This is an optimization exercise on Yosys and OpenROAD, whose aim is small area, a short achievable clock period and few clock cycles, not a production implementation.
At most, simulation tests tie the RTL to the original design; equivalence was not proved.
For run 1, only the layout was checked, not whether the RTL still works.
No activity file was given, so power comes from the tool's default toggle rates.

--- flow/flow/run.sh ---
#!/bin/bash
set -euo pipefail
MARGIN=$(cat flow/margin.txt)
PORTBUF=$(cat flow/portbuf.txt)
bash standard.sh SETUP_SLACK_MARGIN=$MARGIN "BUFFER_PORTS_ARGS=-buffer_cell $PORTBUF" finish > standard_flow.log 2>&1
--- flow/flow/margin.txt ---
5.5
--- flow/flow/portbuf.txt ---
sky130_fd_sc_hd__buf_1
--- flow/standard.sh ---
#!/bin/bash
# synth_recipe.tcl (not shown) runs the flow's synth.tcl, then flattens the netlist and writes it again
# the make line also repeats each setting of config.mk as NAME=value (left out here)
make -C /OpenROAD-flow-scripts/flow DESIGN_CONFIG=/design/flow/config.mk WORK_HOME=/design/flow/orfs CLKGATE_MAP_FILE= SYNTH_SCRIPT=/design/flow/synth_recipe.tcl "${@:-finish}"
--- flow/config.mk ---
export PLATFORM = sky130hd
export DESIGN_NAME = vnlp_engine
export DESIGN_NICKNAME = vnlp_engine
export VERILOG_FILES = /design/flow/design.v
export SDC_FILE = /design/flow/constraint.sdc
export NUM_CORES = 4
export LEC_CHECK = 0
export CAP_MARGIN = 20
export CORE_MARGIN = 2
export CORE_UTILIZATION = 60
export SLEW_MARGIN = 20
export SYNTH_HIERARCHICAL = 1
--- flow/constraint.sdc ---
create_clock -name core_clock -period 10.0 [get_ports {clk}]
set_input_delay 2.0000 -clock core_clock [delete_from_list [all_inputs] [get_ports {clk}]]
set_output_delay 2.0000 -clock core_clock [all_outputs]
set_load 0.01 [all_outputs]
--- flow/design.v ---
package vnlp_pkg;
   localparam logic MODE_L2SQ = 1'b0;
   localparam logic MODE_L1   = 1'b1;
endpackage
module vnlp_fa (
   input  logic a,
   input  logic b,
   input  logic c,
   output logic s,
   output logic co
);
   assign s  = a ^ b ^ c;
   assign co = (a & b) | (a & c) | (b & c);
endmodule
module vnlp_ha (
   input  logic a,
   input  logic b,
   output logic s,
   output logic co
);
   assign s  = a ^ b;
   assign co = a & b;
endmodule
module vnlp_mac (
   input  logic [23:0] un_i,      
   input  logic        m2_i,
   input  logic        ml_i,
   input  logic [46:0] acc_i,
   input  logic [7:0]  cy_i,
   output logic [46:0] sumn_o,    
   output logic [7:0]  cy_o,
   output logic        ovf_o
);
   logic [23:0] u_i, u2;
   logic [46:0] ra, rb;
   logic t0;
   logic t1;
   logic t2;
   logic t3;
   logic t4;
   logic t5;
   logic t6;
   logic t7;
   logic t8;
   logic t9;
   logic t10;
   logic t11;
   logic t12;
   logic t13;
   logic t14;
   logic t15;
   logic t16;
   logic t17;
   logic t18;
   logic t19;
   logic t20;
   logic t21;
   logic t22;
   logic t23;
   logic t24;
   logic t25;
   logic t26;
   logic t27;
   logic t28;
   logic t29;
   logic t30;
   logic t31;
   logic t32;
   logic t33;
   logic t34;
   logic t35;
   logic t36;
   logic t37;
   logic t38;
   logic t39;
   logic t40;
   logic t41;
   logic t42;
   logic t43;
   logic t44;
   logic t45;
   logic t46;
   logic t47;
   logic t48;
   logic t49;
   logic t50;
   logic t51;
   logic t52;
   logic t53;
   logic t54;
   logic t55;
   logic t56;
   logic t57;
   logic t58;
   logic t59;
   logic t60;
   logic t61;
   logic t62;
   logic t63;
   logic t64;
   logic t65;
   logic t66;
   logic t67;
   logic t68;
   logic t69;
   logic t70;
   logic t71;
   logic t72;
   logic t73;
   logic t74;
   logic t75;
   logic t76;
   logic t77;
   logic t78;
   logic t79;
   logic t80;
   logic t81;
   logic t82;
   logic t83;
   logic t84;
   logic t85;
   logic t86;
   logic t87;
   logic t88;
   logic t89;
   logic t90;
   logic t91;
   logic t92;
   logic t93;
   logic t94;
   logic t95;
   logic t96;
   logic t97;
   logic t98;
   logic t99;
   logic t100;
   logic t101;
   logic t102;
   logic t103;
   logic t104;
   logic t105;
   logic t106;
   logic t107;
   logic t108;
   logic t109;
   logic t110;
   logic t111;
   logic t112;
   logic t113;
   logic t114;
   logic t115;
   logic t116;
   logic t117;
   logic t118;
   logic t119;
   logic t120;
   logic t121;
   logic t122;
   logic t123;
   logic t124;
   logic t125;
   logic t126;
   logic t127;
   logic t128;
   logic t129;
   logic t130;
   logic t131;
   logic t132;
   logic t133;
   logic t134;
   logic t135;
   logic t136;
   logic t137;
   logic t138;
   logic t139;
   logic t140;
   logic t141;
   logic t142;
   logic t143;
   logic t144;
   logic t145;
   logic t146;
   logic t147;
   logic t148;
   logic t149;
   logic t150;
   logic t151;
   logic t152;
   logic t153;
   logic t154;
   logic t155;
   logic t156;
   logic t157;
   logic t158;
   logic t159;
   logic t160;
   logic t161;
   logic t162;
   logic t163;
   logic t164;
   logic t165;
   logic t166;
   logic t167;
   logic t168;
   logic t169;
   logic t170;
   logic t171;
   logic t172;
   logic t173;
   logic t174;
   logic t175;
   logic t176;
   logic t177;
   logic t178;
   logic t179;
   logic t180;
   logic t181;
   logic t182;
   logic t183;
   logic t184;
   logic t185;
   logic t186;
   logic t187;
   logic t188;
   logic t189;
   logic t190;
   logic t191;
   logic t192;
   logic t193;
   logic t194;
   logic t195;
   logic t196;
   logic t197;
   logic t198;
   logic t199;
   logic t200;
   logic t201;
   logic t202;
   logic t203;
   logic t204;
   logic t205;
   logic t206;
   logic t207;
   logic t208;
   logic t209;
   logic t210;
   logic t211;
   logic t212;
   logic t213;
   logic t214;
   logic t215;
   logic t216;
   logic t217;
   logic t218;
   logic t219;
   logic t220;
   logic t221;
   logic t222;
   logic t223;
   logic t224;
   logic t225;
   logic t226;
   logic t227;
   logic t228;
   logic t229;
   logic t230;
   logic t231;
   logic t232;
   logic t233;
   logic t234;
   logic t235;
   logic t236;
   logic t237;
   logic t238;
   logic t239;
   logic t240;
   logic t241;
   logic t242;
   logic t243;
   logic t244;
   logic t245;
   logic t246;
   logic t247;
   logic t248;
   logic t249;
   logic t250;
   logic t251;
   logic t252;
   logic t253;
   logic t254;
   logic t255;
   logic t256;
   logic t257;
   logic t258;
   logic t259;
   logic t260;
   logic t261;
   logic t262;
   logic t263;
   logic t264;
   logic t265;
   logic t266;
   logic t267;
   logic t268;
   logic t269;
   logic t270;
   logic t271;
   logic t272;
   logic t273;
   logic t274;
   logic t275;
   logic t276;
   logic t277;
   logic t278;
   logic t279;
   logic t280;
   logic t281;
   logic t282;
   logic t283;
   logic t284;
   logic t285;
   logic t286;
   logic t287;
   logic t288;
   logic t289;
   logic t290;
   logic t291;
   logic t292;
   logic t293;
   logic t294;
   logic t295;
   logic t296;
   logic t297;
   logic t298;
   logic t299;
   logic t300;
   logic t301;
   logic t302;
   logic t303;
   logic t304;
   logic t305;
   logic t306;
   logic t307;
   logic t308;
   logic t309;
   logic t310;
   logic t311;
   logic t312;
   logic t313;
   logic t314;
   logic t315;
   logic t316;
   logic t317;
   logic t318;
   logic t319;
   logic t320;
   logic t321;
   logic t322;
   logic t323;
   logic t324;
   logic t325;
   logic t326;
   logic t327;
   logic t328;
   logic t329;
   logic t330;
   logic t331;
   logic t332;
   logic t333;
   logic t334;
   logic t335;
   logic t336;
   logic t337;
   logic t338;
   logic t339;
   logic t340;
   logic t341;
   logic t342;
   logic t343;
   logic t344;
   logic t345;
   logic t346;
   logic t347;
   logic t348;
   logic t349;
   logic t350;
   logic t351;
   logic t352;
   logic t353;
   logic t354;
   logic t355;
   logic t356;
   logic t357;
   logic t358;
   logic t359;
   logic t360;
   logic t361;
   logic t362;
   logic t363;
   logic t364;
   logic t365;
   logic t366;
   logic t367;
   logic t368;
   logic t369;
   logic t370;
   logic t371;
   logic t372;
   logic t373;
   logic t374;
   logic t375;
   logic t376;
   logic t377;
   logic t378;
   logic t379;
   logic t380;
   logic t381;
   logic t382;
   logic t383;
   logic t384;
   logic t385;
   logic t386;
   logic t387;
   logic t388;
   logic t389;
   logic t390;
   logic t391;
   logic t392;
   logic t393;
   logic t394;
   logic t395;
   logic t396;
   logic t397;
   logic t398;
   logic t399;
   logic t400;
   logic t401;
   logic t402;
   logic t403;
   logic t404;
   logic t405;
   logic t406;
   logic t407;
   logic t408;
   logic t409;
   logic t410;
   logic t411;
   logic t412;
   logic t413;
   logic t414;
   logic t415;
   logic t416;
   logic t417;
   logic t418;
   logic t419;
   logic t420;
   logic t421;
   logic t422;
   logic t423;
   logic t424;
   logic t425;
   logic t426;
   logic t427;
   logic t428;
   logic t429;
   logic t430;
   logic t431;
   logic t432;
   logic t433;
   logic t434;
   logic t435;
   logic t436;
   logic t437;
   logic t438;
   logic t439;
   logic t440;
   logic t441;
   logic t442;
   logic t443;
   logic t444;
   logic t445;
   logic t446;
   logic t447;
   logic t448;
   logic t449;
   logic t450;
   logic t451;
   logic t452;
   logic t453;
   logic t454;
   logic t455;
   logic t456;
   logic t457;
   logic t458;
   logic t459;
   logic t460;
   logic t461;
   logic t462;
   logic t463;
   logic t464;
   logic t465;
   logic t466;
   logic t467;
   logic t468;
   logic t469;
   logic t470;
   logic t471;
   logic t472;
   logic t473;
   logic t474;
   logic t475;
   logic t476;
   logic t477;
   logic t478;
   logic t479;
   logic t480;
   logic t481;
   logic t482;
   logic t483;
   logic t484;
   logic t485;
   logic t486;
   logic t487;
   logic t488;
   logic t489;
   logic t490;
   logic t491;
   logic t492;
   logic t493;
   logic t494;
   logic t495;
   logic t496;
   logic t497;
   logic t498;
   logic t499;
   logic t500;
   logic t501;
   logic t502;
   logic t503;
   logic t504;
   logic t505;
   logic t506;
   logic t507;
   logic t508;
   logic t509;
   logic t510;
   logic t511;
   logic t512;
   logic t513;
   logic t514;
   logic t515;
   logic t516;
   logic t517;
   logic t518;
   logic t519;
   logic t520;
   logic t521;
   logic t522;
   logic t523;
   logic t524;
   logic t525;
   logic t526;
   logic t527;
   logic t528;
   logic t529;
   logic t530;
   logic t531;
   logic t532;
   logic t533;
   logic t534;
   logic t535;
   logic t536;
   logic t537;
   logic t538;
   logic t539;
   logic t540;
   logic t541;
   logic t542;
   logic t543;
   logic t544;
   logic t545;
   assign u_i = ~un_i;
   assign u2  = u_i & {24{m2_i}};
   vnlp_ha u_ha0 (.a(acc_i[16]), .b((u2[1] & u2[14])), .s(t0), .co(t1));
   vnlp_ha u_ha1 (.a(acc_i[17]), .b((u2[1] & u2[15])), .s(t2), .co(t3));
   vnlp_fa u_fa0 (.a(acc_i[18]), .b((u2[1] & u2[16])), .c((u2[2] & u2[15])), .s(t4), .co(t5));
   vnlp_ha u_ha2 (.a((u2[3] & u2[14])), .b((u2[4] & u2[13])), .s(t6), .co(t7));
   vnlp_fa u_fa1 (.a(acc_i[19]), .b(cy_i[2]), .c((u2[1] & u2[17])), .s(t8), .co(t9));
   vnlp_fa u_fa2 (.a((u2[2] & u2[16])), .b((u2[3] & u2[15])), .c((u2[4] & u2[14])), .s(t10), .co(t11));
   vnlp_fa u_fa3 (.a(acc_i[20]), .b((u2[1] & u2[18])), .c((u2[2] & u2[17])), .s(t12), .co(t13));
   vnlp_fa u_fa4 (.a((u2[3] & u2[16])), .b((u2[4] & u2[15])), .c((u2[5] & u2[14])), .s(t14), .co(t15));
   vnlp_ha u_ha3 (.a((u2[6] & u2[13])), .b((u2[7] & u2[12])), .s(t16), .co(t17));
   vnlp_fa u_fa5 (.a(acc_i[21]), .b((u2[1] & u2[19])), .c((u2[2] & u2[18])), .s(t18), .co(t19));
   vnlp_fa u_fa6 (.a((u2[3] & u2[17])), .b((u2[4] & u2[16])), .c((u2[5] & u2[15])), .s(t20), .co(t21));
   vnlp_ha u_ha4 (.a((u2[6] & u2[14])), .b((u2[7] & u2[13])), .s(t22), .co(t23));
   vnlp_fa u_fa7 (.a(acc_i[22]), .b((u2[10] & u2[11])), .c((u2[1] & u2[20])), .s(t24), .co(t25));
   vnlp_fa u_fa8 (.a((u2[2] & u2[19])), .b((u2[3] & u2[18])), .c((u2[4] & u2[17])), .s(t26), .co(t27));
   vnlp_fa u_fa9 (.a((u2[5] & u2[16])), .b((u2[6] & u2[15])), .c((u2[7] & u2[14])), .s(t28), .co(t29));
   vnlp_ha u_ha5 (.a((u2[8] & u2[13])), .b((u2[9] & u2[12])), .s(t30), .co(t31));
   vnlp_fa u_fa10 (.a(acc_i[23]), .b(cy_i[3]), .c((u2[10] & u2[12])), .s(t32), .co(t33));
   vnlp_fa u_fa11 (.a((u2[1] & u2[21])), .b((u2[2] & u2[20])), .c((u2[3] & u2[19])), .s(t34), .co(t35));
   vnlp_fa u_fa12 (.a((u2[4] & u2[18])), .b((u2[5] & u2[17])), .c((u2[6] & u2[16])), .s(t36), .co(t37));
   vnlp_fa u_fa13 (.a((u2[7] & u2[15])), .b((u2[8] & u2[14])), .c((u2[9] & u2[13])), .s(t38), .co(t39));
   vnlp_fa u_fa14 (.a(acc_i[24]), .b((u2[10] & u2[13])), .c((u2[11] & u2[12])), .s(t40), .co(t41));
   vnlp_fa u_fa15 (.a((u2[1] & u2[22])), .b((u2[2] & u2[21])), .c((u2[3] & u2[20])), .s(t42), .co(t43));
   vnlp_fa u_fa16 (.a((u2[4] & u2[19])), .b((u2[5] & u2[18])), .c((u2[6] & u2[17])), .s(t44), .co(t45));
   vnlp_fa u_fa17 (.a((u2[7] & u2[16])), .b((u2[8] & u2[15])), .c((u2[9] & u2[14])), .s(t46), .co(t47));
   vnlp_fa u_fa18 (.a(acc_i[25]), .b((u2[10] & u2[14])), .c((u2[11] & u2[13])), .s(t48), .co(t49));
   vnlp_fa u_fa19 (.a((u2[2] & u2[22])), .b((u2[3] & u2[21])), .c((u2[4] & u2[20])), .s(t50), .co(t51));
   vnlp_fa u_fa20 (.a((u2[5] & u2[19])), .b((u2[6] & u2[18])), .c((u2[7] & u2[17])), .s(t52), .co(t53));
   vnlp_fa u_fa21 (.a(acc_i[26]), .b((u2[10] & u2[15])), .c((u2[11] & u2[14])), .s(t54), .co(t55));
   vnlp_fa u_fa22 (.a((u2[12] & u2[13])), .b((u2[3] & u2[22])), .c((u2[4] & u2[21])), .s(t56), .co(t57));
   vnlp_fa u_fa23 (.a((u2[5] & u2[20])), .b((u2[6] & u2[19])), .c((u2[7] & u2[18])), .s(t58), .co(t59));
   vnlp_fa u_fa24 (.a(acc_i[27]), .b(cy_i[4]), .c((u2[10] & u2[16])), .s(t60), .co(t61));
   vnlp_fa u_fa25 (.a((u2[11] & u2[15])), .b((u2[12] & u2[14])), .c((u2[4] & u2[22])), .s(t62), .co(t63));
   vnlp_ha u_ha6 (.a((u2[5] & u2[21])), .b((u2[6] & u2[20])), .s(t64), .co(t65));
   vnlp_fa u_fa26 (.a(acc_i[28]), .b((u2[10] & u2[17])), .c((u2[11] & u2[16])), .s(t66), .co(t67));
   vnlp_fa u_fa27 (.a((u2[12] & u2[15])), .b((u2[13] & u2[14])), .c((u2[5] & u2[22])), .s(t68), .co(t69));
   vnlp_ha u_ha7 (.a((u2[6] & u2[21])), .b((u2[7] & u2[20])), .s(t70), .co(t71));
   vnlp_fa u_fa28 (.a(acc_i[29]), .b((u2[10] & u2[18])), .c((u2[11] & u2[17])), .s(t72), .co(t73));
   vnlp_ha u_ha8 (.a((u2[12] & u2[16])), .b((u2[13] & u2[15])), .s(t74), .co(t75));
   vnlp_fa u_fa29 (.a(acc_i[30]), .b((u2[10] & u2[19])), .c((u2[11] & u2[18])), .s(t76), .co(t77));
   vnlp_ha u_ha9 (.a((u2[12] & u2[17])), .b((u2[13] & u2[16])), .s(t78), .co(t79));
   vnlp_fa u_fa30 (.a(acc_i[31]), .b(cy_i[5]), .c((u2[10] & u2[20])), .s(t80), .co(t81));
   vnlp_ha u_ha10 (.a(acc_i[32]), .b((u2[10] & u2[21])), .s(t82), .co(t83));
   vnlp_fa u_fa31 (.a(acc_i[10]), .b(cy_i[0]), .c((u2[1] & u2[8])), .s(t84), .co(t85));
   vnlp_ha u_ha11 (.a(acc_i[11]), .b((u2[1] & u2[9])), .s(t86), .co(t87));
   vnlp_fa u_fa32 (.a(acc_i[12]), .b((u2[1] & u2[10])), .c((u2[2] & u2[9])), .s(t88), .co(t89));
   vnlp_ha u_ha12 (.a((u2[3] & u2[8])), .b((u2[4] & u2[7])), .s(t90), .co(t91));
   vnlp_fa u_fa33 (.a(acc_i[13]), .b((u2[1] & u2[11])), .c((u2[2] & u2[10])), .s(t92), .co(t93));
   vnlp_ha u_ha13 (.a((u2[3] & u2[9])), .b((u2[4] & u2[8])), .s(t94), .co(t95));
   vnlp_fa u_fa34 (.a(acc_i[14]), .b((u2[1] & u2[12])), .c((u2[2] & u2[11])), .s(t96), .co(t97));
   vnlp_fa u_fa35 (.a((u2[3] & u2[10])), .b((u2[4] & u2[9])), .c((u2[5] & u2[8])), .s(t98), .co(t99));
   vnlp_ha u_ha14 (.a((u2[6] & u2[7])), .b(u2[7]), .s(t100), .co(t101));
   vnlp_fa u_fa36 (.a(acc_i[15]), .b(cy_i[1]), .c((u2[1] & u2[13])), .s(t102), .co(t103));
   vnlp_fa u_fa37 (.a((u2[2] & u2[12])), .b((u2[3] & u2[11])), .c((u2[4] & u2[10])), .s(t104), .co(t105));
   vnlp_fa u_fa38 (.a((u2[5] & u2[9])), .b((u2[6] & u2[8])), .c(((u2[0] & u2[14]) | (u_i[15] & ml_i))), .s(t106), .co(t107));
   vnlp_fa u_fa39 (.a((u2[2] & u2[13])), .b((u2[3] & u2[12])), .c((u2[4] & u2[11])), .s(t108), .co(t109));
   vnlp_fa u_fa40 (.a((u2[5] & u2[10])), .b((u2[6] & u2[9])), .c((u2[7] & u2[8])), .s(t110), .co(t111));
   vnlp_fa u_fa41 (.a(u2[8]), .b(((u2[0] & u2[15]) | (u_i[16] & ml_i))), .c(t0), .s(t112), .co(t113));
   vnlp_fa u_fa42 (.a((u2[2] & u2[14])), .b((u2[3] & u2[13])), .c((u2[4] & u2[12])), .s(t114), .co(t115));
   vnlp_fa u_fa43 (.a((u2[5] & u2[11])), .b((u2[6] & u2[10])), .c((u2[7] & u2[9])), .s(t116), .co(t117));
   vnlp_fa u_fa44 (.a(((u2[0] & u2[16]) | (u_i[17] & ml_i))), .b(t1), .c(t2), .s(t118), .co(t119));
   vnlp_fa u_fa45 (.a((u2[5] & u2[12])), .b((u2[6] & u2[11])), .c((u2[7] & u2[10])), .s(t120), .co(t121));
   vnlp_fa u_fa46 (.a((u2[8] & u2[9])), .b(u2[9]), .c(((u2[0] & u2[17]) | (u_i[18] & ml_i))), .s(t122), .co(t123));
   vnlp_fa u_fa47 (.a(t3), .b(t6), .c(t4), .s(t124), .co(t125));
   vnlp_fa u_fa48 (.a((u2[5] & u2[13])), .b((u2[6] & u2[12])), .c((u2[7] & u2[11])), .s(t126), .co(t127));
   vnlp_fa u_fa49 (.a((u2[8] & u2[10])), .b(((u2[0] & u2[18]) | (u_i[19] & ml_i))), .c(t7), .s(t128), .co(t129));
   vnlp_fa u_fa50 (.a(t5), .b(t10), .c(t8), .s(t130), .co(t131));
   vnlp_fa u_fa51 (.a((u2[8] & u2[11])), .b((u2[9] & u2[10])), .c(u2[10]), .s(t132), .co(t133));
   vnlp_fa u_fa52 (.a(((u2[0] & u2[19]) | (u_i[20] & ml_i))), .b(t16), .c(t11), .s(t134), .co(t135));
   vnlp_fa u_fa53 (.a(t9), .b(t12), .c(t14), .s(t136), .co(t137));
   vnlp_fa u_fa54 (.a((u2[8] & u2[12])), .b((u2[9] & u2[11])), .c(((u2[0] & u2[20]) | (u_i[21] & ml_i))), .s(t138), .co(t139));
   vnlp_fa u_fa55 (.a(t17), .b(t22), .c(t13), .s(t140), .co(t141));
   vnlp_fa u_fa56 (.a(t15), .b(t18), .c(t20), .s(t142), .co(t143));
   vnlp_fa u_fa57 (.a(u2[11]), .b(((u2[0] & u2[21]) | (u_i[22] & ml_i))), .c(t23), .s(t144), .co(t145));
   vnlp_fa u_fa58 (.a(t30), .b(t19), .c(t21), .s(t146), .co(t147));
   vnlp_fa u_fa59 (.a(t24), .b(t26), .c(t28), .s(t148), .co(t149));
   vnlp_fa u_fa60 (.a(((u2[0] & u2[22]) | (u_i[23] & ml_i))), .b(t31), .c(t25), .s(t150), .co(t151));
   vnlp_fa u_fa61 (.a(t27), .b(t29), .c(t32), .s(t152), .co(t153));
   vnlp_fa u_fa62 (.a(t34), .b(t36), .c(t38), .s(t154), .co(t155));
   vnlp_fa u_fa63 (.a(u2[12]), .b(t33), .c(t35), .s(t156), .co(t157));
   vnlp_fa u_fa64 (.a(t37), .b(t39), .c(t40), .s(t158), .co(t159));
   vnlp_fa u_fa65 (.a(t42), .b(t44), .c(t46), .s(t160), .co(t161));
   vnlp_fa u_fa66 (.a((u2[8] & u2[16])), .b((u2[9] & u2[15])), .c(t41), .s(t162), .co(t163));
   vnlp_fa u_fa67 (.a(t43), .b(t45), .c(t47), .s(t164), .co(t165));
   vnlp_fa u_fa68 (.a(t48), .b(t50), .c(t52), .s(t166), .co(t167));
   vnlp_fa u_fa69 (.a((u2[8] & u2[17])), .b((u2[9] & u2[16])), .c(u2[13]), .s(t168), .co(t169));
   vnlp_fa u_fa70 (.a(t49), .b(t51), .c(t53), .s(t170), .co(t171));
   vnlp_fa u_fa71 (.a(t54), .b(t56), .c(t58), .s(t172), .co(t173));
   vnlp_fa u_fa72 (.a((u2[7] & u2[19])), .b((u2[8] & u2[18])), .c((u2[9] & u2[17])), .s(t174), .co(t175));
   vnlp_fa u_fa73 (.a(t64), .b(t55), .c(t57), .s(t176), .co(t177));
   vnlp_fa u_fa74 (.a(t59), .b(t60), .c(t62), .s(t178), .co(t179));
   vnlp_fa u_fa75 (.a((u2[8] & u2[19])), .b((u2[9] & u2[18])), .c(u2[14]), .s(t180), .co(t181));
   vnlp_fa u_fa76 (.a(t65), .b(t70), .c(t61), .s(t182), .co(t183));
   vnlp_fa u_fa77 (.a(t63), .b(t66), .c(t68), .s(t184), .co(t185));
   vnlp_fa u_fa78 (.a((u2[6] & u2[22])), .b((u2[7] & u2[21])), .c((u2[8] & u2[20])), .s(t186), .co(t187));
   vnlp_fa u_fa79 (.a((u2[9] & u2[19])), .b(t71), .c(t74), .s(t188), .co(t189));
   vnlp_fa u_fa80 (.a(t67), .b(t69), .c(t72), .s(t190), .co(t191));
   vnlp_fa u_fa81 (.a((u2[14] & u2[15])), .b((u2[7] & u2[22])), .c((u2[8] & u2[21])), .s(t192), .co(t193));
   vnlp_fa u_fa82 (.a((u2[9] & u2[20])), .b(u2[15]), .c(t75), .s(t194), .co(t195));
   vnlp_fa u_fa83 (.a(t78), .b(t73), .c(t76), .s(t196), .co(t197));
   vnlp_fa u_fa84 (.a((u2[11] & u2[19])), .b((u2[12] & u2[18])), .c((u2[13] & u2[17])), .s(t198), .co(t199));
   vnlp_fa u_fa85 (.a((u2[14] & u2[16])), .b((u2[8] & u2[22])), .c((u2[9] & u2[21])), .s(t200), .co(t201));
   vnlp_fa u_fa86 (.a(t79), .b(t77), .c(t80), .s(t202), .co(t203));
   vnlp_fa u_fa87 (.a((u2[11] & u2[20])), .b((u2[12] & u2[19])), .c((u2[13] & u2[18])), .s(t204), .co(t205));
   vnlp_fa u_fa88 (.a((u2[14] & u2[17])), .b((u2[15] & u2[16])), .c((u2[9] & u2[22])), .s(t206), .co(t207));
   vnlp_fa u_fa89 (.a(u2[16]), .b(t82), .c(t81), .s(t208), .co(t209));
   vnlp_fa u_fa90 (.a(acc_i[33]), .b((u2[10] & u2[22])), .c((u2[11] & u2[21])), .s(t210), .co(t211));
   vnlp_fa u_fa91 (.a((u2[12] & u2[20])), .b((u2[13] & u2[19])), .c((u2[14] & u2[18])), .s(t212), .co(t213));
   vnlp_ha u_ha15 (.a((u2[15] & u2[17])), .b(t83), .s(t214), .co(t215));
   vnlp_fa u_fa92 (.a(acc_i[34]), .b((u2[11] & u2[22])), .c((u2[12] & u2[21])), .s(t216), .co(t217));
   vnlp_fa u_fa93 (.a((u2[13] & u2[20])), .b((u2[14] & u2[19])), .c((u2[15] & u2[18])), .s(t218), .co(t219));
   vnlp_ha u_ha16 (.a((u2[16] & u2[17])), .b(u2[17]), .s(t220), .co(t221));
   vnlp_fa u_fa94 (.a(acc_i[35]), .b(cy_i[6]), .c((u2[12] & u2[22])), .s(t222), .co(t223));
   vnlp_fa u_fa95 (.a((u2[13] & u2[21])), .b((u2[14] & u2[20])), .c((u2[15] & u2[19])), .s(t224), .co(t225));
   vnlp_fa u_fa96 (.a(acc_i[36]), .b((u2[13] & u2[22])), .c((u2[14] & u2[21])), .s(t226), .co(t227));
   vnlp_ha u_ha17 (.a((u2[15] & u2[20])), .b((u2[16] & u2[19])), .s(t228), .co(t229));
   vnlp_ha u_ha18 (.a(acc_i[37]), .b((u2[14] & u2[22])), .s(t230), .co(t231));
   vnlp_ha u_ha19 (.a(acc_i[38]), .b((u2[15] & u2[22])), .s(t232), .co(t233));
   vnlp_ha u_ha20 (.a(acc_i[6]), .b((u2[1] & u2[4])), .s(t234), .co(t235));
   vnlp_ha u_ha21 (.a(acc_i[7]), .b((u2[1] & u2[5])), .s(t236), .co(t237));
   vnlp_fa u_fa97 (.a(acc_i[8]), .b((u2[1] & u2[6])), .c((u2[2] & u2[5])), .s(t238), .co(t239));
   vnlp_ha u_ha22 (.a((u2[3] & u2[4])), .b(u2[4]), .s(t240), .co(t241));
   vnlp_fa u_fa98 (.a(acc_i[9]), .b((u2[1] & u2[7])), .c((u2[2] & u2[6])), .s(t242), .co(t243));
   vnlp_ha u_ha23 (.a((u2[3] & u2[5])), .b(((u2[0] & u2[8]) | (u_i[9] & ml_i))), .s(t244), .co(t245));
   vnlp_fa u_fa99 (.a((u2[2] & u2[7])), .b((u2[3] & u2[6])), .c((u2[4] & u2[5])), .s(t246), .co(t247));
   vnlp_fa u_fa100 (.a(u2[5]), .b(((u2[0] & u2[9]) | (u_i[10] & ml_i))), .c(t84), .s(t248), .co(t249));
   vnlp_fa u_fa101 (.a((u2[2] & u2[8])), .b((u2[3] & u2[7])), .c((u2[4] & u2[6])), .s(t250), .co(t251));
   vnlp_fa u_fa102 (.a(((u2[0] & u2[10]) | (u_i[11] & ml_i))), .b(t86), .c(t85), .s(t252), .co(t253));
   vnlp_fa u_fa103 (.a((u2[5] & u2[6])), .b(u2[6]), .c(((u2[0] & u2[11]) | (u_i[12] & ml_i))), .s(t254), .co(t255));
   vnlp_fa u_fa104 (.a(t87), .b(t90), .c(t88), .s(t256), .co(t257));
   vnlp_fa u_fa105 (.a((u2[5] & u2[7])), .b(((u2[0] & u2[12]) | (u_i[13] & ml_i))), .c(t91), .s(t258), .co(t259));
   vnlp_fa u_fa106 (.a(t94), .b(t89), .c(t92), .s(t260), .co(t261));
   vnlp_fa u_fa107 (.a(((u2[0] & u2[13]) | (u_i[14] & ml_i))), .b(t95), .c(t100), .s(t262), .co(t263));
   vnlp_fa u_fa108 (.a(t93), .b(t96), .c(t98), .s(t264), .co(t265));
   vnlp_fa u_fa109 (.a(t101), .b(t97), .c(t99), .s(t266), .co(t267));
   vnlp_fa u_fa110 (.a(t102), .b(t104), .c(t106), .s(t268), .co(t269));
   vnlp_fa u_fa111 (.a(t103), .b(t105), .c(t107), .s(t270), .co(t271));
   vnlp_fa u_fa112 (.a(t108), .b(t110), .c(t112), .s(t272), .co(t273));
   vnlp_fa u_fa113 (.a(t109), .b(t111), .c(t114), .s(t274), .co(t275));
   vnlp_fa u_fa114 (.a(t116), .b(t113), .c(t118), .s(t276), .co(t277));
   vnlp_fa u_fa115 (.a(t115), .b(t117), .c(t120), .s(t278), .co(t279));
   vnlp_fa u_fa116 (.a(t122), .b(t119), .c(t124), .s(t280), .co(t281));
   vnlp_fa u_fa117 (.a(t121), .b(t123), .c(t126), .s(t282), .co(t283));
   vnlp_fa u_fa118 (.a(t128), .b(t125), .c(t130), .s(t284), .co(t285));
   vnlp_fa u_fa119 (.a(t127), .b(t132), .c(t129), .s(t286), .co(t287));
   vnlp_fa u_fa120 (.a(t134), .b(t131), .c(t136), .s(t288), .co(t289));
   vnlp_fa u_fa121 (.a(t133), .b(t138), .c(t135), .s(t290), .co(t291));
   vnlp_fa u_fa122 (.a(t140), .b(t137), .c(t142), .s(t292), .co(t293));
   vnlp_fa u_fa123 (.a(t139), .b(t141), .c(t144), .s(t294), .co(t295));
   vnlp_fa u_fa124 (.a(t146), .b(t143), .c(t148), .s(t296), .co(t297));
   vnlp_fa u_fa125 (.a(t145), .b(t147), .c(t150), .s(t298), .co(t299));
   vnlp_fa u_fa126 (.a(t149), .b(t152), .c(t154), .s(t300), .co(t301));
   vnlp_fa u_fa127 (.a(t151), .b(t156), .c(t153), .s(t302), .co(t303));
   vnlp_fa u_fa128 (.a(t155), .b(t158), .c(t160), .s(t304), .co(t305));
   vnlp_fa u_fa129 (.a(t157), .b(t162), .c(t164), .s(t306), .co(t307));
   vnlp_fa u_fa130 (.a(t159), .b(t161), .c(t166), .s(t308), .co(t309));
   vnlp_fa u_fa131 (.a(t168), .b(t163), .c(t165), .s(t310), .co(t311));
   vnlp_fa u_fa132 (.a(t170), .b(t167), .c(t172), .s(t312), .co(t313));
   vnlp_fa u_fa133 (.a(t169), .b(t174), .c(t171), .s(t314), .co(t315));
   vnlp_fa u_fa134 (.a(t176), .b(t173), .c(t178), .s(t316), .co(t317));
   vnlp_fa u_fa135 (.a(t175), .b(t180), .c(t177), .s(t318), .co(t319));
   vnlp_fa u_fa136 (.a(t182), .b(t179), .c(t184), .s(t320), .co(t321));
   vnlp_fa u_fa137 (.a(t181), .b(t186), .c(t183), .s(t322), .co(t323));
   vnlp_fa u_fa138 (.a(t188), .b(t185), .c(t190), .s(t324), .co(t325));
   vnlp_fa u_fa139 (.a(t187), .b(t192), .c(t189), .s(t326), .co(t327));
   vnlp_fa u_fa140 (.a(t194), .b(t191), .c(t196), .s(t328), .co(t329));
   vnlp_fa u_fa141 (.a(t193), .b(t198), .c(t200), .s(t330), .co(t331));
   vnlp_fa u_fa142 (.a(t195), .b(t197), .c(t202), .s(t332), .co(t333));
   vnlp_fa u_fa143 (.a(t199), .b(t201), .c(t204), .s(t334), .co(t335));
   vnlp_fa u_fa144 (.a(t206), .b(t208), .c(t203), .s(t336), .co(t337));
   vnlp_fa u_fa145 (.a(t205), .b(t207), .c(t210), .s(t338), .co(t339));
   vnlp_fa u_fa146 (.a(t212), .b(t214), .c(t209), .s(t340), .co(t341));
   vnlp_fa u_fa147 (.a(t220), .b(t211), .c(t213), .s(t342), .co(t343));
   vnlp_fa u_fa148 (.a(t216), .b(t218), .c(t215), .s(t344), .co(t345));
   vnlp_fa u_fa149 (.a((u2[16] & u2[18])), .b(t221), .c(t217), .s(t346), .co(t347));
   vnlp_fa u_fa150 (.a(t219), .b(t222), .c(t224), .s(t348), .co(t349));
   vnlp_fa u_fa151 (.a((u2[17] & u2[18])), .b(u2[18]), .c(t228), .s(t350), .co(t351));
   vnlp_fa u_fa152 (.a(t223), .b(t225), .c(t226), .s(t352), .co(t353));
   vnlp_fa u_fa153 (.a((u2[15] & u2[21])), .b((u2[16] & u2[20])), .c((u2[17] & u2[19])), .s(t354), .co(t355));
   vnlp_fa u_fa154 (.a(t229), .b(t230), .c(t227), .s(t356), .co(t357));
   vnlp_fa u_fa155 (.a((u2[16] & u2[21])), .b((u2[17] & u2[20])), .c((u2[18] & u2[19])), .s(t358), .co(t359));
   vnlp_fa u_fa156 (.a(u2[19]), .b(t231), .c(t232), .s(t360), .co(t361));
   vnlp_fa u_fa157 (.a(acc_i[39]), .b((u2[16] & u2[22])), .c((u2[17] & u2[21])), .s(t362), .co(t363));
   vnlp_ha u_ha24 (.a((u2[18] & u2[20])), .b(t233), .s(t364), .co(t365));
   vnlp_fa u_fa158 (.a(acc_i[40]), .b(cy_i[7]), .c((u2[17] & u2[22])), .s(t366), .co(t367));
   vnlp_fa u_fa159 (.a((u2[18] & u2[21])), .b((u2[19] & u2[20])), .c(u2[20]), .s(t368), .co(t369));
   vnlp_ha u_ha25 (.a(acc_i[41]), .b((u2[18] & u2[22])), .s(t370), .co(t371));
   vnlp_ha u_ha26 (.a(acc_i[42]), .b((u2[19] & u2[22])), .s(t372), .co(t373));
   vnlp_ha u_ha27 (.a(acc_i[4]), .b((u2[1] & u2[2])), .s(t374), .co(t375));
   vnlp_ha u_ha28 (.a(acc_i[5]), .b((u2[1] & u2[3])), .s(t376), .co(t377));
   vnlp_fa u_fa160 (.a((u2[2] & u2[3])), .b(u2[3]), .c(((u2[0] & u2[5]) | (u_i[6] & ml_i))), .s(t378), .co(t379));
   vnlp_fa u_fa161 (.a((u2[2] & u2[4])), .b(((u2[0] & u2[6]) | (u_i[7] & ml_i))), .c(t235), .s(t380), .co(t381));
   vnlp_fa u_fa162 (.a(((u2[0] & u2[7]) | (u_i[8] & ml_i))), .b(t237), .c(t240), .s(t382), .co(t383));
   vnlp_fa u_fa163 (.a(t241), .b(t239), .c(t244), .s(t384), .co(t385));
   vnlp_fa u_fa164 (.a(t243), .b(t245), .c(t246), .s(t386), .co(t387));
   vnlp_fa u_fa165 (.a(t247), .b(t250), .c(t252), .s(t388), .co(t389));
   vnlp_fa u_fa166 (.a(t251), .b(t254), .c(t253), .s(t390), .co(t391));
   vnlp_fa u_fa167 (.a(t255), .b(t258), .c(t257), .s(t392), .co(t393));
   vnlp_fa u_fa168 (.a(t259), .b(t262), .c(t261), .s(t394), .co(t395));
   vnlp_fa u_fa169 (.a(t263), .b(t266), .c(t265), .s(t396), .co(t397));
   vnlp_fa u_fa170 (.a(t267), .b(t269), .c(t270), .s(t398), .co(t399));
   vnlp_fa u_fa171 (.a(t271), .b(t274), .c(t273), .s(t400), .co(t401));
   vnlp_fa u_fa172 (.a(t275), .b(t278), .c(t277), .s(t402), .co(t403));
   vnlp_fa u_fa173 (.a(t279), .b(t282), .c(t281), .s(t404), .co(t405));
   vnlp_fa u_fa174 (.a(t283), .b(t286), .c(t285), .s(t406), .co(t407));
   vnlp_fa u_fa175 (.a(t287), .b(t290), .c(t289), .s(t408), .co(t409));
   vnlp_fa u_fa176 (.a(t291), .b(t294), .c(t293), .s(t410), .co(t411));
   vnlp_fa u_fa177 (.a(t295), .b(t297), .c(t298), .s(t412), .co(t413));
   vnlp_fa u_fa178 (.a(t299), .b(t301), .c(t302), .s(t414), .co(t415));
   vnlp_fa u_fa179 (.a(t303), .b(t305), .c(t306), .s(t416), .co(t417));
   vnlp_fa u_fa180 (.a(t307), .b(t310), .c(t309), .s(t418), .co(t419));
   vnlp_fa u_fa181 (.a(t311), .b(t314), .c(t313), .s(t420), .co(t421));
   vnlp_fa u_fa182 (.a(t315), .b(t318), .c(t317), .s(t422), .co(t423));
   vnlp_fa u_fa183 (.a(t319), .b(t322), .c(t321), .s(t424), .co(t425));
   vnlp_fa u_fa184 (.a(t323), .b(t326), .c(t325), .s(t426), .co(t427));
   vnlp_fa u_fa185 (.a(t330), .b(t327), .c(t329), .s(t428), .co(t429));
   vnlp_fa u_fa186 (.a(t331), .b(t334), .c(t333), .s(t430), .co(t431));
   vnlp_fa u_fa187 (.a(t335), .b(t338), .c(t340), .s(t432), .co(t433));
   vnlp_fa u_fa188 (.a(t342), .b(t339), .c(t344), .s(t434), .co(t435));
   vnlp_fa u_fa189 (.a(t343), .b(t346), .c(t345), .s(t436), .co(t437));
   vnlp_fa u_fa190 (.a(t347), .b(t350), .c(t349), .s(t438), .co(t439));
   vnlp_fa u_fa191 (.a(t354), .b(t351), .c(t356), .s(t440), .co(t441));
   vnlp_fa u_fa192 (.a(t355), .b(t358), .c(t357), .s(t442), .co(t443));
   vnlp_fa u_fa193 (.a(t359), .b(t362), .c(t364), .s(t444), .co(t445));
   vnlp_fa u_fa194 (.a(t363), .b(t366), .c(t368), .s(t446), .co(t447));
   vnlp_fa u_fa195 (.a((u2[19] & u2[21])), .b(t370), .c(t367), .s(t448), .co(t449));
   vnlp_fa u_fa196 (.a((u2[20] & u2[21])), .b(u2[21]), .c(t371), .s(t450), .co(t451));
   vnlp_ha u_ha29 (.a(acc_i[43]), .b((u2[20] & u2[22])), .s(t452), .co(t453));
   vnlp_ha u_ha30 (.a(acc_i[44]), .b((u2[21] & u2[22])), .s(t454), .co(t455));
   vnlp_ha u_ha31 (.a(acc_i[2]), .b(u2[1]), .s(t456), .co(t457));
   vnlp_ha u_ha32 (.a(acc_i[3]), .b(((u2[0] & u2[2]) | (u_i[3] & ml_i))), .s(t458), .co(t459));
   vnlp_fa u_fa197 (.a(u2[2]), .b(((u2[0] & u2[3]) | (u_i[4] & ml_i))), .c(t374), .s(t460), .co(t461));
   vnlp_fa u_fa198 (.a(((u2[0] & u2[4]) | (u_i[5] & ml_i))), .b(t375), .c(t376), .s(t462), .co(t463));
   vnlp_fa u_fa199 (.a(t377), .b(t234), .c(t378), .s(t464), .co(t465));
   vnlp_fa u_fa200 (.a(t236), .b(t379), .c(t380), .s(t466), .co(t467));
   vnlp_fa u_fa201 (.a(t238), .b(t381), .c(t382), .s(t468), .co(t469));
   vnlp_fa u_fa202 (.a(t242), .b(t383), .c(t384), .s(t470), .co(t471));
   vnlp_fa u_fa203 (.a(t385), .b(t248), .c(t386), .s(t472), .co(t473));
   vnlp_fa u_fa204 (.a(t249), .b(t387), .c(t388), .s(t474), .co(t475));
   vnlp_fa u_fa205 (.a(t256), .b(t389), .c(t390), .s(t476), .co(t477));
   vnlp_fa u_fa206 (.a(t260), .b(t391), .c(t392), .s(t478), .co(t479));
   vnlp_fa u_fa207 (.a(t264), .b(t393), .c(t394), .s(t480), .co(t481));
   vnlp_fa u_fa208 (.a(t268), .b(t395), .c(t396), .s(t482), .co(t483));
   vnlp_fa u_fa209 (.a(t397), .b(t272), .c(t398), .s(t484), .co(t485));
   vnlp_fa u_fa210 (.a(t276), .b(t399), .c(t400), .s(t486), .co(t487));
   vnlp_fa u_fa211 (.a(t280), .b(t401), .c(t402), .s(t488), .co(t489));
   vnlp_fa u_fa212 (.a(t284), .b(t403), .c(t404), .s(t490), .co(t491));
   vnlp_fa u_fa213 (.a(t288), .b(t405), .c(t406), .s(t492), .co(t493));
   vnlp_fa u_fa214 (.a(t292), .b(t407), .c(t408), .s(t494), .co(t495));
   vnlp_fa u_fa215 (.a(t296), .b(t409), .c(t410), .s(t496), .co(t497));
   vnlp_fa u_fa216 (.a(t300), .b(t411), .c(t412), .s(t498), .co(t499));
   vnlp_fa u_fa217 (.a(t304), .b(t413), .c(t414), .s(t500), .co(t501));
   vnlp_fa u_fa218 (.a(t308), .b(t415), .c(t416), .s(t502), .co(t503));
   vnlp_fa u_fa219 (.a(t312), .b(t417), .c(t418), .s(t504), .co(t505));
   vnlp_fa u_fa220 (.a(t316), .b(t419), .c(t420), .s(t506), .co(t507));
   vnlp_fa u_fa221 (.a(t320), .b(t421), .c(t422), .s(t508), .co(t509));
   vnlp_fa u_fa222 (.a(t324), .b(t423), .c(t424), .s(t510), .co(t511));
   vnlp_fa u_fa223 (.a(t328), .b(t425), .c(t426), .s(t512), .co(t513));
   vnlp_fa u_fa224 (.a(t332), .b(t427), .c(t428), .s(t514), .co(t515));
   vnlp_fa u_fa225 (.a(t336), .b(t429), .c(t430), .s(t516), .co(t517));
   vnlp_fa u_fa226 (.a(t337), .b(t431), .c(t432), .s(t518), .co(t519));
   vnlp_fa u_fa227 (.a(t341), .b(t434), .c(t433), .s(t520), .co(t521));
   vnlp_fa u_fa228 (.a(t348), .b(t436), .c(t435), .s(t522), .co(t523));
   vnlp_fa u_fa229 (.a(t352), .b(t437), .c(t438), .s(t524), .co(t525));
   vnlp_fa u_fa230 (.a(t353), .b(t439), .c(t440), .s(t526), .co(t527));
   vnlp_fa u_fa231 (.a(t360), .b(t441), .c(t442), .s(t528), .co(t529));
   vnlp_fa u_fa232 (.a(t361), .b(t444), .c(t443), .s(t530), .co(t531));
   vnlp_fa u_fa233 (.a(t365), .b(t445), .c(t446), .s(t532), .co(t533));
   vnlp_fa u_fa234 (.a(t369), .b(t448), .c(t447), .s(t534), .co(t535));
   vnlp_fa u_fa235 (.a(t372), .b(t449), .c(t450), .s(t536), .co(t537));
   vnlp_fa u_fa236 (.a(t373), .b(t452), .c(t451), .s(t538), .co(t539));
   vnlp_fa u_fa237 (.a(u2[22]), .b(t453), .c(t454), .s(t540), .co(t541));
   vnlp_ha u_ha33 (.a(acc_i[45]), .b(t455), .s(t542), .co(t543));
   vnlp_ha u_ha34 (.a(acc_i[46]), .b(u2[23]), .s(t544), .co(t545));
   assign ra = {t544, t542, t540, t538, t536, t533, t532, t529, t527, t525, t523, t522, t519, t517, t515, t513, t511, t509, t507, t505, t503, t501, t499, t497, t495, t493, t491, t489, t487, t485, t483, t481, t479, t477, t475, t473, t471, t469, t467, t465, t463, t461, t459, t457, ((u2[0] & u2[1]) | (u_i[2] & ml_i)), acc_i[1], acc_i[0]};
   assign rb = {t543, t541, t539, t537, t535, t534, t531, t530, t528, t526, t524, t521, t520, t518, t516, t514, t512, t510, t508, t506, t504, t502, t500, t498, t496, t494, t492, t490, t488, t486, t484, t482, t480, t478, t476, t474, t472, t470, t468, t466, t464, t462, t460, t458, t456, (u_i[1] & ml_i), (u2[0] | (u_i[0] & ml_i))};
   logic [10:0] blk0;
   assign blk0 = {1'b0, ra[9:0]} + {1'b0, rb[9:0]};
   assign sumn_o[9:0] = ~blk0[9:0];
   logic [5:0] blk1;
   assign blk1 = {1'b0, ra[14:10]} + {1'b0, rb[14:10]};
   assign sumn_o[14:10] = ~blk1[4:0];
   logic [4:0] blk2;
   assign blk2 = {1'b0, ra[18:15]} + {1'b0, rb[18:15]};
   assign sumn_o[18:15] = ~blk2[3:0];
   logic [4:0] blk3;
   assign blk3 = {1'b0, ra[22:19]} + {1'b0, rb[22:19]};
   assign sumn_o[22:19] = ~blk3[3:0];
   logic [4:0] blk4;
   assign blk4 = {1'b0, ra[26:23]} + {1'b0, rb[26:23]};
   assign sumn_o[26:23] = ~blk4[3:0];
   logic [4:0] blk5;
   assign blk5 = {1'b0, ra[30:27]} + {1'b0, rb[30:27]};
   assign sumn_o[30:27] = ~blk5[3:0];
   logic [4:0] blk6;
   assign blk6 = {1'b0, ra[34:31]} + {1'b0, rb[34:31]};
   assign sumn_o[34:31] = ~blk6[3:0];
   logic [5:0] blk7;
   assign blk7 = {1'b0, ra[39:35]} + {1'b0, rb[39:35]};
   assign sumn_o[39:35] = ~blk7[4:0];
   logic [7:0] blk8;
   assign blk8 = {1'b0, ra[46:40]} + {1'b0, rb[46:40]};
   assign sumn_o[46:40] = ~blk8[6:0];
   assign cy_o = {blk7[5], blk6[4], blk5[4], blk4[4], blk3[4], blk2[4], blk1[5], blk0[10]};
   assign ovf_o = blk8[7] | t545;
endmodule
module vnlp_nand2 #(
   parameter int W = 9
) (
   input  logic [W-1:0] a_i,
   input  logic [W-1:0] b_i,
   output logic [W-1:0] y_o
);
   assign y_o = ~(a_i & b_i);
endmodule
module vnlp_amux #(
   parameter int W = 9
) (
   input  logic         sel_i,
   input  logic [W-1:0] a_i,
   input  logic [W-1:0] b_i,
   output logic [W-1:0] y_o
);
   logic [W-1:0] na, nb;
   vnlp_nand2 #(.W(W)) u_na (.a_i(a_i), .b_i({W{sel_i}}),  .y_o(na));
   vnlp_nand2 #(.W(W)) u_nb (.a_i(b_i), .b_i({W{~sel_i}}), .y_o(nb));
   vnlp_nand2 #(.W(W)) u_ny (.a_i(na),  .b_i(nb),          .y_o(y_o));
endmodule
module vnlp_engine #(
   parameter int DW      = 24,
   parameter int AW      = 9,
   parameter int LW      = 7,
   parameter int ACCW    = 2*DW-1,
   parameter int LEN_MAX = 2**LW-1,
   parameter int NCY     = 8
) (
   input  logic                 clk,
   input  logic                 rst_n,
   input  logic                 START,
   input  logic [AW-1:0]        HEAD,
   input  logic                 NORM_MODE,
   output logic                 DONE,
   output logic [ACCW-1:0]      NORM2,
   output logic [LW-1:0]        LEN,
   output logic                 ERR,
   output logic                 SAT,
   output logic [AW-1:0]        rd_addr1,
   output logic [AW-1:0]        rd_addr2,
   input  logic [DW-1:0]        rd_data1,
   input  logic [DW-1:0]        rd_data2
);
   logic            busy_q;      
   logic            v1_q;        
   logic            v2_q;        
   logic            fin_q;       
   logic [AW-1:0]   head_q;
   logic            mode_q;
   logic [LW-1:0]   len_q;
   logic            err_q;
   logic [AW-1:0]   p_q;         
   logic [DW-1:0]   un_q;        
   logic            m2_q, ml_q;
   logic [ACCW-1:0] accn_q;      
   logic [NCY-1:0]  cy_q;        
   logic            sat_q;
   logic            fresh_q;     
   logic            start_ok, hit, last;
   logic [AW-1:0]   link;
   logic [DW-1:0]   mag;
   logic [ACCW-1:0] sumn;
   logic [NCY-1:0]  cy;
   logic            ovf;
   assign link     = rd_data1[AW-1:0];
   assign start_ok = START & ~busy_q & ~v1_q & ~v2_q;
   assign hit      = (link == head_q);
   assign last     = hit | (len_q == LW'(LEN_MAX-1));
   assign mag      = rd_data2[DW-1] ? -rd_data2 : rd_data2;
   vnlp_amux #(.W(AW)) u_amux (.sel_i(busy_q), .a_i(link), .b_i(HEAD), .y_o(rd_addr1));
   assign rd_addr2 = p_q;
   always_ff @(posedge clk or negedge rst_n) begin
      if (!rst_n) begin
         busy_q <= 1'b0;
         v1_q   <= 1'b0;
         v2_q   <= 1'b0;
         fin_q  <= 1'b0;
      end else begin
         if (start_ok)    busy_q <= 1'b1;
         else if (last)   busy_q <= 1'b0;
         v1_q <= busy_q;
         v2_q <= v1_q;
         if (start_ok)              fin_q <= 1'b0;
         else if (v2_q && !v1_q)    fin_q <= 1'b1;
      end
   end
   always_ff @(posedge clk) begin
      p_q <= rd_addr1 + 1'b1;
      if (start_ok) begin
         head_q <= HEAD;
         mode_q <= NORM_MODE;
         len_q  <= '0;
      end else if (busy_q) begin
         len_q  <= len_q + 1'b1;
         err_q  <= ~hit;
      end
      un_q <= ~mag;
      m2_q <= v1_q & (mode_q == vnlp_pkg::MODE_L2SQ);
      ml_q <= v1_q & (mode_q == vnlp_pkg::MODE_L1);
      fresh_q <= start_ok;
      accn_q  <= sumn;
      cy_q    <= cy;
      sat_q   <= (sat_q & ~fresh_q) | ovf;
   end
   vnlp_mac u_mac (
      .un_i  (un_q),
      .m2_i  (m2_q),
      .ml_i  (ml_q),
      .acc_i (~accn_q & {ACCW{~fresh_q}}),
      .cy_i  (cy_q & {NCY{~fresh_q}}),
      .sumn_o(sumn),
      .cy_o  (cy),
      .ovf_o (ovf)
   );
   assign DONE  = fin_q & (sat_q | (cy_q == '0));
   assign NORM2 = ~accn_q | {ACCW{sat_q}};
   assign LEN   = len_q;
   assign ERR   = err_q;
   assign SAT   = sat_q;
endmodule
==> out/summary.json, run 1 <==
{
  "drt_first_pass_iters": {"value": 5},
  "cts_hold_repair.buffers": {"value": 0},
  "cellInternalPower": {"value": 3.00, "unit": "mW"},
  "grt_start_max_net_pins": {"value": 57},
  "rr_worst_depth": {"value": 11},
  "core_area": {"value": 0.0202, "unit": "mm²"},
  "cts-root-buf": {"value": "clkbuf_16"},
  "yosys-mux-area-fraction": {"value": 0.0813, "unit": "%"},
  "grt_pass1_vias": {"value": 9585},
  "cts_tree": {"value": "yes"},
  "crit_start": {"value": "rd_data1[6]"},
  "syn-instance-count": {"value": 1206},
  "timing.critical_path.to_type": {"value": "primary output"},
  "r2r_setup_slack": {"value": 5.59, "unit": "ns"},
  "num_rows": {"value": 52},
  "boundaryPins": {"value": 136},
  "setup_viol": {"value": 0},
  "die-width": {"value": 147, "unit": "µm"},
  "drt_total_wl": {"value": 30600, "unit": "µm"},
  "synth-edff-count": {"value": 11},
  "synth.cell_area": {"value": 0.0123, "unit": "mm²"},
  "achievable-frequency": {"value": 223, "unit": "MHz"},
  "status": {"value": "finished clean"},
  "global_route_overflow": {"value": 0},
  "reg2reg_from": {"value": "un_q[19]"},
  "numPortBuffers": {"value": 120},
  "drt_iter0_markers": {"value": 620},
  "comb_power_share": {"value": 72.6, "unit": "%"},
  "final_period_minus_worst_setup_slack": {"value": 4.48, "unit": "ns"},
  "crit_fanout": {"value": 3},
  "synth_warn": {"value": 7},
  "route.detailed.drc": {"value": 0},
  "total_leakage_power": {"value": 6.77, "unit": "nW"},
  "synthArstFlopShare": {"value": 3.51, "unit": "%"},
  "criticalPathCategory": {"value": "in2out"},
  "synth.net_count": {"value": 1600},
  "postSynthAreaPerCell": {"value": 10.2, "unit": "µm²"},
  "pwr_density_cell": {"value": 399, "unit": "mW/mm²"},
  "synth_adder_area_share": {"value": 48.9, "unit": "%"},
  "cts_sinks": {"value": 114},
  "routedWlPerCell": {"value": 19.1, "unit": "µm"},
  "grt_pass1_wl": {"value": 50000, "unit": "µm"},
  "worst_ep_arrival_time": {"value": 2.48, "unit": "ns"},
  "required_worst_endpoint": {"value": 8.00, "unit": "ns"},
  "maxSlewViolCount": {"value": 0},
  "avgViaCountPerCell": {"value": 5.61},
  "worst_slew_pin_slew": {"value": 0.991, "unit": "ns"},
  "postSynthRegisterBits": {"value": 114},
  "total_track_usage": {"value": 29.9, "unit": "%"},
  "max-slew-margin-rel": {"value": 33.9, "unit": "%"},
  "initial_core_util": {"value": 61.0, "unit": "%"},
  "power_switching_share": {"value": 46.1, "unit": "%"},
  "max_cap_violations": {"value": 0},
  "detail-route-antenna-nets": {"value": 0},
  "area.growth.synth_to_final": {"value": 13.4, "unit": "%"},
  "gpl.final_weighted_congestion": {"value": 0.871},
  "synth_xor_xnor_area_share": {"value": 5.12, "unit": "%"},
  "dp.final_hpwl": {"value": 22700, "unit": "µm"},
  "worst_r2r_endpoint": {"value": "cy_q[4]"},
  "largest_family_of_logic_cells_by_synthesized_area": {"value": "adder cells"},
  "tritoncts_buffer_count": {"value": 17},
  "max-clock-path-buffers": {"value": 2},
  "sequential_fraction_of_design_power": {"value": 15.7, "unit": "%"},
  "routed-via-count": {"value": 8950},
  "synth.yosys.seq_area_share": {"value": 19.6, "unit": "%"},
  "synth_simple_gate_area_share": {"value": 17.3, "unit": "%"},
  "cp-endpoint": {"value": "rd_addr1[6]"},
  "clock-skew-final": {"value": 0.0137, "unit": "ns"},
  "period_share": {"value": 44.8, "unit": "%"},
  "worst_ir_drop_vdd": {"value": 0.203, "unit": "mV"},
  "fp.dieH": {"value": 147, "unit": "µm"},
  "final_tns_setup": {"value": 0, "unit": "ns"},
  "most_used_dff_post_synth": {"value": "dfxtp_1"},
  "hold_path_class": {"value": "reg2reg"},
  "final_hold_violations": {"value": 0},
  "clock_insertion_delay_worst_skew": {"value": 0.43, "unit": "ns"},
  "power": {"value": 5.57, "unit": "mW"},
  "synth_cell_type_count": {"value": 48},
  "setup_repair_after_global_routing_missed_its_margin": {"value": "true"},
  "layout-drive-gt1-share": {"value": 11.5, "unit": "%"},
  "cts_htree_levels": {"value": 4},
  "grt_antenna_before_repair": {"value": 2},
  "share_clk_of_total_power": {"value": 11.7, "unit": "%"},
  "clkTransAtPathRegs": {"value": 0.06, "unit": "ns"},
  "die-area": {"value": 0.0217, "unit": "mm²"},
  "finalNetCount": {"value": 1706},
  "synth_compound_gate_area_share": {"value": 5.37, "unit": "%"},
  "total_switching_power": {"value": 2.57, "unit": "mW"},
  "setup.worst_path.start_class": {"value": "input port"}
}
## placed cells by master, fill, tap and decap left out, types with 7 or more instances in the layout
cell,count
a21o_1,28
a21oi_1,19
buf_1,113
buf_4,26
clkbuf_16,18
dfxtp_1,86
dfxtp_2,7
edfxtp_1,11
fa_1,247
ha_1,86
inv_1,28
inv_2,20
nand2_1,37
nand2_2,9
nand2b_1,56
nand2b_2,9
nand2b_4,8
nand3_1,7
nor2_1,286
nor2_2,9
nor2b_1,17
o21ai_0,7
o21ai_1,8
o22ai_1,22
xnor2_1,31
xor2_1,41
## timing repair
item / in CTS / in global routing
cloned: 0 / 1
resized for setup: 37 / 46
endpoints found under the setup margin: 41 / 15
pin swaps: 4 / 5
setup buffers: 8 / 12
## area by class of cell
type,count,area [µm²]
Multi-Input combinational cell,976,9580
Fill cell,1596,6210
Sequential cell,114,2440
Timing Repair Buffer,155,800
Clock buffer,17,425
Tap cell,270,338
Clock inverter,15,190
Inverter,48,180
Antenna cell,1,2.50
## modules after synthesis (local to each module, per instance), excerpt
module,cells inside,flops+latches
vnlp_engine,369,114
vnlp_fa,1,0
vnlp_ha,1,0
vnlp_mac,536,0
## kinds of logic after synthesis
kind of cell / Yosys count
simple gates: 470
fa+ha+maj: 333
compound gates: 100
buf+inv: 116
mux: 1
xor+xnor: 72
flops: 114
## worst min path at each step
| stage | to | cells after the start | startpoint | slack (ns) |
|---|---|---|---|---|
| CTS | m2_q | 1 | mode_q | 0.42 |
| floorplan | v2_q | 0 | v1_q | 0.40 |
| global route | m2_q | 1 | mode_q | 0.43 |
| detailed placement | m2_q | 1 | mode_q | 0.42 |
| finish | m2_q | 1 | mode_q | 0.42 |
| global placement | m2_q | 1 | mode_q | 0.41 |
## flip-flops by register name, summed over array words and instances (netlist names), 7 cells and up
register,flops
p_q,9
head_q,9
len_q,7
cy_q,8
un_q,24
accn_q,47
## metrics by stage
stage	hold slack (ns)	setup WS, ns	std cells	util [%]	instance area [µm²]
after floorplan	0.396	5.62	1206	-	12300
after global placement	0.406	4.67	1542	64.2	12900
after detailed placement	0.420	4.62	1542	64.2	12900
after CTS	0.422	5.43	1582	68.0	13700
after global routing	0.429	5.48	1595	69.2	14000
final	0.421	5.52	1596	69.2	14000
## power by group through the flow
stage          registers, mW  clock network (mW)  logic, mW
6_report               0.878               0.650       4.05
5_1_grt                0.900               0.678       4.68
4_1_cts                0.875               0.660       4.06
3_5_place_dp           0.885                   0       3.99
3_3_place_gp           0.882                   0       3.86
2_1_floorplan          0.824                   0       3.13
## Yosys cell counts (3+ instances only)
| cell | number | share of area, % |
|---|---|---|
| a21oi_1 | 19 | 0.77 |
| dfxtp_1 | 99 | 16 |
| or3_1 | 3 | 0.15 |
| o31ai_1 | 6 | 0.37 |
| nor2b_1 | 17 | 0.86 |
| nand3_1 | 7 | 0.28 |
| a21o_1 | 28 | 1.7 |
| buf_2 | 7 | 0.28 |
| o21ai_1 | 8 | 0.33 |
| inv_2 | 20 | 0.61 |
| edfxtp_1 | 11 | 2.7 |
| buf_1 | 4 | 0.12 |
| nor2_1 | 295 | 9.0 |
| fa_1 | 247 | 40 |
| inv_1 | 28 | 0.85 |
| nand2b_1 | 73 | 3.7 |
| clkbuf_1 | 57 | 1.7 |
| and3_1 | 5 | 0.25 |
| xor2_1 | 41 | 2.9 |
| dfrtp_1 | 4 | 0.81 |
| nor3_1 | 3 | 0.12 |
| nor4_1 | 3 | 0.15 |
| ha_1 | 86 | 8.7 |
| nand4_1 | 6 | 0.30 |
| o21ai_0 | 7 | 0.28 |
| nand2_1 | 46 | 1.4 |
| xnor2_1 | 31 | 2.2 |
| o22ai_1 | 22 | 1.1 |
## critical path, cell delays in order
cell,delay (ns)
buf_1,0.13
nand2_1,0.09
nand2_2,0.13
clkbuf_2,0.14
## per-layer routing
layer  global-route usage [%]  wire (µm)  up-vias
met4                     8.85        757        4
met5                        0         24        -
li1                         -          -     4051
met2                     48.3      14500      328
met3                     6.46       2240       63
met1                     41.3      13000     4504
==> inputs of run 2 (changes only) <==
--- a/flow/design.v
+++ b/flow/design.v
@@ -944,7 +944,7 @@
    logic            m2_q, ml_q;
    logic [ACCW-1:0] accn_q;      
    logic [NCY-1:0]  cy_q;        
-   logic            sat_q;
+   logic            satn_q;      
    logic            fresh_q;     
    logic            start_ok, hit, last;
    logic [AW-1:0]   link;
@@ -990,7 +990,7 @@
       fresh_q <= start_ok;
       accn_q  <= sumn;
       cy_q    <= cy;
-      sat_q   <= (sat_q & ~fresh_q) | ovf;
+      satn_q  <= ~((~satn_q & ~fresh_q) | ovf);
    end
    vnlp_mac u_mac (
       .un_i  (un_q),
@@ -1002,9 +1002,9 @@
       .cy_o  (cy),
       .ovf_o (ovf)
    );
-   assign DONE  = fin_q & (sat_q | (cy_q == '0));
-   assign NORM2 = ~accn_q | {ACCW{sat_q}};
+   assign DONE  = fin_q & (~satn_q | (cy_q == '0));
+   assign NORM2 = ~(accn_q & {ACCW{satn_q}});
    assign LEN   = len_q;
    assign ERR   = err_q;
-   assign SAT   = sat_q;
+   assign SAT   = ~satn_q;
 endmodule
==> flow/flow/margin.txt (replaced) <==
5.62
==> run 2 against run 1 <==
Effect of this change:
- synthesized area shrank 1.1%
- via count grew 3.1%
- core utilization grew 2.6 points
- register-to-register slack gained 0.09 ns
- critical path depth grew 20
- total power grew 2.2%
- fmax shrank 0.59%
- clock power shrank 4.0%
- die area shrank 1.1%
- global-route usage grew 0.65 points
==> out/summary.json, run 2 <==
{
  "dp.final_hpwl": {"value": 22300, "unit": "µm"},
  "yosys-mux-area-fraction": {"value": 0.0822, "unit": "%"},
  "area.growth.synth_to_final": {"value": 18.6, "unit": "%"},
  "top_library_cells_by_usage_in_the_layout_fill_and_taps_aside": {"value": "284 x nor2_1, 245 x fa_1, 98 x buf_1, 85 x ha_1, 82 x nand2_1"},
  "met2RoutedLength": {"value": 16200, "unit": "µm"},
  "status": {"value": "finished clean"},
  "maxUsedRoutingLayer": {"value": "met5"},
  "power": {"value": 5.69, "unit": "mW"},
  "final_tns_setup": {"value": 0, "unit": "ns"},
  "multi_input_comb_area": {"value": 0.00953, "unit": "mm²"},
  "cts_sinks": {"value": 114},
  "tritoncts_buffer_count": {"value": 17},
  "grt_pass1_vias": {"value": 9615},
  "synthArstFlopShare": {"value": 3.51, "unit": "%"},
  "max-slew-margin-rel": {"value": 35.2, "unit": "%"},
  "drt_first_pass_iters": {"value": 5},
  "boundaryPins": {"value": 136},
  "criticalPathCategory": {"value": "in2reg"},
  "synth.most_common_cell": {"value": "nor2_1"},
  "synth-edff-count": {"value": 11},
  "drt_iter0_markers": {"value": 644},
  "syn-instance-count": {"value": 1206},
  "final_hold_violations": {"value": 0},
  "postSynthAreaPerCell": {"value": 10.1, "unit": "µm²"},
  "global_route_overflow": {"value": 0},
  "detail-route-antenna-nets": {"value": 0},
  "synth_compound_gate_area_share": {"value": 5.50, "unit": "%"},
  "timing.critical_path.to_type": {"value": "flop"},
  "worst_ep_arrival_time": {"value": 4.82, "unit": "ns"},
  "routedWlPerCell": {"value": 19.9, "unit": "µm"},
  "postSynthRegisterBits": {"value": 114},
  "cts_htree_levels": {"value": 4},
  "synth.net_count": {"value": 1600},
  "most_used_dff_post_synth": {"value": "dfxtp_1"},
  "clock-skew-final": {"value": 0.0143, "unit": "ns"},
  "setup_viol": {"value": 0},
  "crit_fanout": {"value": 2},
  "achievable-frequency": {"value": 222, "unit": "MHz"},
  "route.detailed.drc": {"value": 0},
  "required_worst_endpoint": {"value": 10.31, "unit": "ns"},
  "layout-drive-gt1-share": {"value": 16.9, "unit": "%"},
  "drt_total_wl": {"value": 32800, "unit": "µm"},
  "layout_top_registers": {"value": "accn_q (47), un_q (24)"},
  "initial_core_util": {"value": 60.6, "unit": "%"},
  "register_area": {"value": 0.00246, "unit": "mm²"},
  "ys_top_cells_by_count": {"value": "299 x nor2_1, 247 x fa_1, 99 x dfxtp_1, 94 x nand2_1, 86 x ha_1"},
  "largest_register_ffs": {"value": 47},
  "die-width": {"value": 146, "unit": "µm"},
  "place_worst_setup_slack": {"value": 4.64, "unit": "ns"},
  "total_leakage_power": {"value": 7.06, "unit": "nW"},
  "num_rows": {"value": 52},
  "worst_hold_path.num_cells": {"value": 1},
  "gpl.final_weighted_congestion": {"value": 0.856},
  "setup_repair_after_global_routing_missed_its_margin": {"value": "true"},
  "cts_tree": {"value": "yes"},
  "synth_adder_area_share": {"value": 49.4, "unit": "%"},
  "clock_insertion_delay_worst_skew": {"value": 0.43, "unit": "ns"},
  "clkTransAtPathRegs": {"value": 0.07, "unit": "ns"},
  "synth_warn": {"value": 7},
  "die-area": {"value": 0.0215, "unit": "mm²"},
  "routed-wl-met3": {"value": 2300, "unit": "µm"},
  "grt_antenna_before_repair": {"value": 5},
  "synth_cell_type_count": {"value": 49},
  "register_with_the_most_flip_flops": {"value": "accn_q"},
  "yosys-top-cells-area": {"value": "fa_1 41%, dfxtp_1 16%, nor2_1 9.2%, ha_1 8.8%, nand2_1 2.9%"},
  "synth.yosys.seq_area_share": {"value": 19.8, "unit": "%"},
  "setup.worst_path.start_class": {"value": "input port"},
  "dpl-instance-area": {"value": 0.0128, "unit": "mm²"},
  "routed-via-count": {"value": 9227},
  "avgViaCountPerCell": {"value": 5.61},
  "hold_path_class": {"value": "reg2reg"}
}
==> run 2: cell types whose count changed in the layout (fill, tap and decap cells not counted), sizes merged, moves of 4 or more <==
cell | before | now
nor2 | 295 | 299
nand2b | 73 | 28
buf | 148 | 192
nand2 | 46 | 94
==> run 2: final timing paths <==
kind | startpoint | to | slack (ns)
setup / recovery | HEAD[8] | p_q[8] | 5.50
hold / removal | mode_q | m2_q | 0.42
setup reg to reg | ml_q | cy_q[4] | 5.68
hold reg to reg | mode_q | m2_q | 0.42
max in group asynchronous | rst_n | fin_q | 8.42
min in group asynchronous | rst_n | busy_q | 1.40
==> run 2: per-module statistics from Yosys (local to each module, per instance), a selection <==
module	cells	flops+latches
vnlp_fa	1	0
vnlp_engine	369	114
vnlp_mac	536	0
vnlp_ha	1	0
==> run 2: area by class of cell <==
type | instances | area share (%)
multi-input combinational | 978 | 66.0
sequential | 114 | 17.0
timing repair buffer | 198 | 9.24
clock buffer | 17 | 2.94
tap | 270 | 2.34
inverter | 48 | 1.27
clock inverter | 15 | 1.12
antenna | 4 | 0.0693
==> run 2: logic make-up after synthesis <==
group,Yosys count
AND/OR/NAND/NOR,469
XOR/XNOR,72
adder cells (fa/ha/maj),333
AO/OA/AOI/OAI,101
multiplexers,1
flip-flops,114
buffers and inverters,116
==> run 2: per-stage QoR <==
| step | std cells | hold WS (ns) |
|---|---|---|
| final | 1644 | 0.419 |
| after global routing | 1641 | 0.429 |
| after CTS | 1616 | 0.423 |
| after global placement | 1540 | 0.413 |
| after detailed placement | 1540 | 0.422 |
| after floorplan | 1206 | 0.396 |
==> run 2: layer usage <==
metal / up-vias / track usage, %
met5: - / 0
met4: 4 / 7.57
met3: 55 / 7.75
met2: 351 / 50.0
met1: 4682 / 41.5
li1: 4135 / -
==> run 2: repair_timing <==
item | 4_1_cts | 5_1_grt
setup endpoints to repair | 42 | 23
gates resized for setup | 77 | 79
cloned | 0 | 3
pin swaps | 9 | 11
setup buffers | 44 | 21
==> run 2: worst max-delay path, stage by stage <==
cell	delay, ns
buf_6	0.10
nand2_4	0.07
nand2_4	0.06
buf_4	0.13
buf_4	0.12
buf_4	0.12
buf_4	0.13
buf_4	0.12
buf_4	0.12
buf_4	0.13
buf_4	0.12
buf_4	0.13
buf_6	0.11
buf_4	0.12
buf_4	0.12
buf_4	0.12
buf_4	0.12
buf_4	0.13
buf_4	0.13
buf_4	0.13
buf_6	0.11
buf_6	0.11
buf_6	0.11
xnor2_2	0.13
==> run 2: report_power, final <==
part / switching, mW / total [mW] / internal (mW)
clock: 0.270 / 0.624 / 0.355
sequential: 0.178 / 0.902 / 0.724
combinational: 2.19 / 4.17 / 1.98
Testbench counts of run 2, summed over its fixed seeds: cycles 26,523.

Check on run 2: ideal ports give 5.497 ns setup slack; a clkbuf_16 on the clock port and buf_2 on the inputs give 5.475 ns; moving port delays by the midpoint clock arrival (0.468 ns) as well gives 5.026 ns.
